From an optimization exercise on the open Yosys and OpenROAD flow, aimed at small area; shortcuts taken in it are not production practice.
Where RTL was checked, it was by simulation tests only, not by an equivalence proof against the original.
Power is estimated from default activity; no workload was simulated.

Design sm_top, start of the top module:
module sm_top (
    input  logic               clk,
    input  logic               rst,
    input  sm_isa_pkg::instr_t instruction,
    output sm_data_pkg::pc_t   pc,
    input  logic               shift_dir,
    input  sm_data_pkg::word_t tx_data,
    input  logic               tx_valid,
    output logic               tx_ready,
    output sm_data_pkg::word_t rx_data,
    output logic               rx_valid,
    input  logic               rx_ready
);
clock: 5.0 ns
lec_check: 0
cap_margin: 20
core_margin: 2
core_utilization: 40
place_density: 0.8
slew_margin: 20
synth_hierarchical: 1
standard.sh (not shown) runs the stock make flow with config.mk's settings and CLKGATE_MAP_FILE= SYNTH_SCRIPT=/design/flow/synth_recipe.tcl, a recipe that flattens the netlist after the stock synthesis.
==> flow/flow/run.sh <==
#!/bin/bash
# The standard layout, with two changes: the port buffers are the
# smallest buffer cell, and clock tree synthesis uses small clock buffers in
# small clusters and adds no dummy loads.
set -euo pipefail
export BUFFER_PORTS_ARGS="-buffer_cell sky130_fd_sc_hd__buf_1"
export CTS_ARGS="-sink_clustering_enable -repair_clock_nets -dont_use_dummy_load -buf_list {sky130_fd_sc_hd__clkbuf_4} -sink_clustering_size 8 -sink_clustering_max_diameter 40"
bash standard.sh > standard.log 2>&1
Rerun with:
--- a/flow/design.v
+++ b/flow/design.v
@@ -121,17 +121,17 @@
     assign o_b = (is_pull && fifo_empty && !dst[0]) || (is_mov && src_ok && dst == 3'd7);
     logic load;
     assign load = pop || o_b;
     logic [4:0] ramt;
     logic [5:0] nfield;
     assign ramt   = is_out ? (shift_dir ? (5'd0 - opnd) : opnd) : 5'd0;
     assign nfield = is_out ? {(opnd == 5'd0) || !osr_valid, opnd} : {load || !osr_valid, 5'd0};
-    logic [31:0] b, nb0, zlow, rot, lowmask, keep;
+    logic [31:0] b, b0, zlow, rot, lowmask, keep;
     logic        b_zero;
-    sm_zpre u_zpre (.en(is_jmp), .nb(nb0), .zlow(zlow), .zero(b_zero));
+    sm_zpre u_zpre (.en(is_jmp), .b(b0), .zlow(zlow), .zero(b_zero));
     logic [31:0] r1, r2, r3, r4;
     sm_rstage #(.K(1),  .INV(1)) u_r0 (.a(osr), .s(ramt[0]), .y(r1));
     sm_rstage #(.K(2),  .INV(1)) u_r1 (.a(r1),  .s(ramt[1]), .y(r2));
     sm_rstage #(.K(4),  .INV(1)) u_r2 (.a(r2),  .s(ramt[2]), .y(r3));
     sm_rstage #(.K(8),  .INV(1)) u_r3 (.a(r3),  .s(ramt[3]), .y(r4));
     sm_rstage #(.K(16), .INV(0)) u_r4 (.a(r4),  .s(ramt[4]), .y(rot));
     sm_therm u_therm (.n(nfield), .lt(lowmask));
@@ -168,15 +168,15 @@
     always_comb begin
         for (int k = 0; k < 4; k++) rsel[k] = pop && (rd_ptr == 2'(k));
     end
     logic [31:0] w, osr_next;
     for (genvar i = 0; i < 32; i++) begin : g_bit
         sm_bsel u_bsel (
             .x(x[i]), .y(y[i]), .osr(osr[i]), .rot(rot[i]),
-            .bx(bx), .by(by), .bo(bo), .br(br), .nb0(nb0[i]), .b(b[i])
+            .bx(bx), .by(by), .bo(bo), .br(br), .b0(b0[i]), .b(b[i])
         );
         if (i < 5) begin : g_low
             sm_wsel_imm u_wsel (
                 .b(b[i]), .zlow(zlow[i]), .lm(lowmask[i]), .imm(opnd[i]),
                 .full(!is_out), .w_set(w_set), .w(w[i])
             );
         end else begin : g_high
@@ -235,28 +235,26 @@
     input  logic y,
     input  logic osr,
     input  logic rot,
     input  logic bx,
     input  logic by,
     input  logic bo,
     input  logic br,
-    output logic nb0,
+    output logic b0,
     output logic b
 );
-    assign nb0 = ~((bx & x) | (by & y) | (bo & osr));
-    assign b   = ~nb0 | (br & rot);
+    assign b0 = (bx & x) | (by & y) | (bo & osr);
+    assign b  = b0 | (br & rot);
 endmodule
 module sm_zpre (
     input  logic        en,
-    input  logic [31:0] nb,
+    input  logic [31:0] b,
     output logic [31:0] zlow,
     output logic        zero
 );
-    logic [31:0] b;
-    assign b = ~nb;
     logic [8:0] gz;
     assign gz[0] = en;
     for (genvar g = 0; g < 8; g++) begin : g_grp
         assign gz[g+1]      = gz[g] & ~|b[4*g+3:4*g];
         assign zlow[4*g]    = gz[g];
         assign zlow[4*g+1]  = gz[g] & ~b[4*g];
         assign zlow[4*g+2]  = gz[g] & ~|b[4*g+1:4*g];
Result:
- power grows by 0.66%
- register-to-register slack stays flat
- sequential power is about the same
- worst setup slack improved by 0.088 ns
- maximum frequency goes up by 2.0%
- count of clock-buffer cells in the layout is unchanged
- wire length climbs by 1.7%

* * *

Another version of the RTL of sm_top (not shown whole).
Size in the first run: ~1200 cells after synthesis, ~240 flip-flops, about 92 I/O pins, roughly 14000 um2 of cells after synthesis.
export LEC_CHECK = 0
export CAP_MARGIN = 20
export CORE_MARGIN = 2
export CORE_UTILIZATION = 40
export PLACE_DENSITY = 0.8
export SLEW_MARGIN = 20
export SYNTH_HIERARCHICAL = 1
create_clock -name core_clock -period 5.0 [get_ports {clk}]
Scripts as last shown in full above: flow/flow/run.sh
The baseline ran to the end with no violations.
Next try:
--- a/flow/design.v
+++ b/flow/design.v
@@ -96,22 +96,22 @@
     logic src_ok;
     assign src_ok = (opnd[2:0] == 3'd1) || (opnd[2:0] == 3'd2) ||
                     (opnd[2:0] == 3'd3) || (opnd[2:0] == 3'd7);
     logic bx, by, bo, br;
     always_comb begin
         bx = 1'b0;
         by = 1'b0;
         bo = 1'b0;
         br = 1'b0;
         if (is_jmp) begin
-            bx = ((dst == 3'd1) || (dst == 3'd2) || (dst == 3'd5)) && x_valid;
-            by = ((dst == 3'd3) || (dst == 3'd4) || (dst == 3'd5)) && y_valid;
+            bx = (dst == 3'd2) && x_valid;
+            by = (dst == 3'd4) && y_valid;
         end else if (is_mov) begin
             bx = (opnd[2:0] == 3'd1) && x_valid;
             by = (opnd[2:0] == 3'd2) && y_valid;
             bo = (opnd[2:0] == 3'd7) && osr_valid;
         end else if (is_pull) begin
             bx = x_valid;
         end else if (is_out) begin
             bo = shift_dir && osr_valid;
             br = !shift_dir && osr_valid;
         end
@@ -122,45 +122,47 @@
     assign push  = tx_valid && !count[2];
     logic o_b;
     assign o_b = (is_pull && fifo_empty && !dst[0]) || (is_mov && src_ok && dst == 3'd7);
     logic load;
     assign load = pop || o_b;
     logic [4:0] ramt;
     logic [5:0] nfield;
     assign ramt   = is_out ? (shift_dir ? (5'd0 - opnd) : opnd) : 5'd0;
     assign nfield = is_out ? {(opnd == 5'd0) || !osr_valid, opnd} : {load || !osr_valid, 5'd0};
     logic [31:0] b, nb0, zlow, rot, lowmask, keep;
-    logic        b_zero;
-    sm_zpre u_zpre (.en(is_jmp), .nb(nb0), .zlow(zlow), .zero(b_zero));
+    sm_zpre u_zpre (.en(is_jmp), .nb(nb0), .zlow(zlow));
     logic [31:0] r1, r2, r3, r4;
     sm_rstage #(.K(1),  .INV(1)) u_r0 (.a(osr), .s(ramt[0]), .y(r1));
     sm_rstage #(.K(2),  .INV(1)) u_r1 (.a(r1),  .s(ramt[1]), .y(r2));
     sm_rstage #(.K(4),  .INV(1)) u_r2 (.a(r2),  .s(ramt[2]), .y(r3));
     sm_rstage #(.K(8),  .INV(1)) u_r3 (.a(r3),  .s(ramt[3]), .y(r4));
     sm_rstage #(.K(16), .INV(0)) u_r4 (.a(r4),  .s(ramt[4]), .y(rot));
     sm_therm u_therm (.n(nfield), .lt(lowmask));
     sm_keep  u_keep  (.lowmask(lowmask), .dir(shift_dir), .keep(keep));
+    logic x_zero, y_zero;
+    assign x_zero = !x_valid || (x == '0);
+    assign y_zero = !y_valid || (y == '0);
     logic x_ne_y;
     sm_neq u_neq (.a(x), .b(y), .ne(x_ne_y));
     logic [5:0] cnt_sum;
     logic [5:0] cnt_sat;
     assign cnt_sum = {1'b0, cnt[4:0]} + {1'b0, opnd};
     assign cnt_sat = {cnt[5] || cnt_sum[5] || (opnd == 5'd0), cnt_sum[4:0]};
     logic take_jump;
     always_comb begin
         case (dst)
             3'd0: take_jump = 1'b1;
-            3'd1: take_jump = b_zero;
-            3'd2: take_jump = !b_zero;
-            3'd3: take_jump = b_zero;
-            3'd4: take_jump = !b_zero;
-            3'd5: take_jump = (x_valid && y_valid) ? x_ne_y : !b_zero;
+            3'd1: take_jump = x_zero;
+            3'd2: take_jump = !x_zero;
+            3'd3: take_jump = y_zero;
+            3'd4: take_jump = !y_zero;
+            3'd5: take_jump = (x_valid && y_valid) ? x_ne_y : (x_valid ? !x_zero : !y_zero);
             3'd6: take_jump = 1'b0;
             default: take_jump = !cnt[5];
         endcase
     end
     logic [4:0] pc_next;
     assign pc_next = stall ? pc : ((is_jmp && take_jump) ? opnd : pc + 5'd1);
     logic w_set;
     assign w_set = is_set;
     logic wx, wy;
     assign wx = (is_jmp && dst == 3'd2) || ((is_out || is_set) && dst == 3'd1) ||
@@ -246,35 +248,33 @@
     input  logic br,
     output logic nb0,
     output logic b
 );
     assign nb0 = ~((bx & x) | (by & y) | (bo & osr));
     assign b   = ~nb0 | (br & rot);
 endmodule
 module sm_zpre (
     input  logic        en,
     input  logic [31:0] nb,
-    output logic [31:0] zlow,
-    output logic        zero
+    output logic [31:0] zlow
 );
     logic [31:0] b;
     assign b = ~nb;
     logic [8:0] gz;
     assign gz[0] = en;
     for (genvar g = 0; g < 8; g++) begin : g_grp
         assign gz[g+1]      = gz[g] & ~|b[4*g+3:4*g];
         assign zlow[4*g]    = gz[g];
         assign zlow[4*g+1]  = gz[g] & ~b[4*g];
         assign zlow[4*g+2]  = gz[g] & ~|b[4*g+1:4*g];
         assign zlow[4*g+3]  = gz[g] & ~|b[4*g+2:4*g];
     end
-    assign zero = gz[8];
 endmodule
 module sm_rstage #(
     parameter int K   = 1,
     parameter int INV = 1
 ) (
     input  logic [31:0] a,
     input  logic        s,
     output logic [31:0] y
 );
     logic [31:0] r;
Design area shrinks by about 1.2%.
Routed wire length went down by about 1.6%.
Global-route usage came out lower by 0.66 points.
Clock-buffer cell count goes up by 2.
Die area went up by 1.2%.
Final cell count went down by about 0.4%.
Function not checked in the first run of this note: the RTL went through the layout flow alone.

-- separate check: timing with driven ports --
In the flow no input, the clock included, has a driving cell. The finished layouts below were timed again as built, in two steps. Step 1 (the two cells are an assumption about what drives the block):
set clk [get_ports {clk}]
set_driving_cell -lib_cell sky130_fd_sc_hd__clkbuf_16 $clk
set_driving_cell -lib_cell sky130_fd_sc_hd__buf_2 [delete_from_list [all_inputs] $clk]
Step 2, shift: input delay + t, output delay - t, t = (earliest + latest rising clock arrival at the registers) / 2. This alone moves slack from input paths to output paths. Slacks: no drivers / after step 1 / after step 2; pairs: no drivers / after step 1.
run	t (ns)	setup slack, ns	latest minus earliest clock arrival (ns)	worst register clock-pin slew, ns	worst data-port slew with drivers (ns)
the first run of note 1	0.658	0.522 / 0.545 / -0.113	0.055 / 0.054	0.10 / 0.10	0.05
the second run of note 1	0.653	0.610 / 0.635 / -0.018	0.053 / 0.053	0.09 / 0.09	0.08
the first run of note 2	0.689	0.612 / 0.627 / -0.062	0.060 / 0.060	0.11 / 0.11	0.06
the second run of note 2	0.650	0.884 / 0.905 / 0.255	0.084 / 0.084	0.09 / 0.09	0.06
Met with ideal ports but missed after step 2: setup timing in the first run of note 1, the second run of note 1 and the first run of note 2. For the first run of note 2, which loses most, drivers alone change the setup slack by +0.015 ns; drivers and shift together by -0.674 ns.
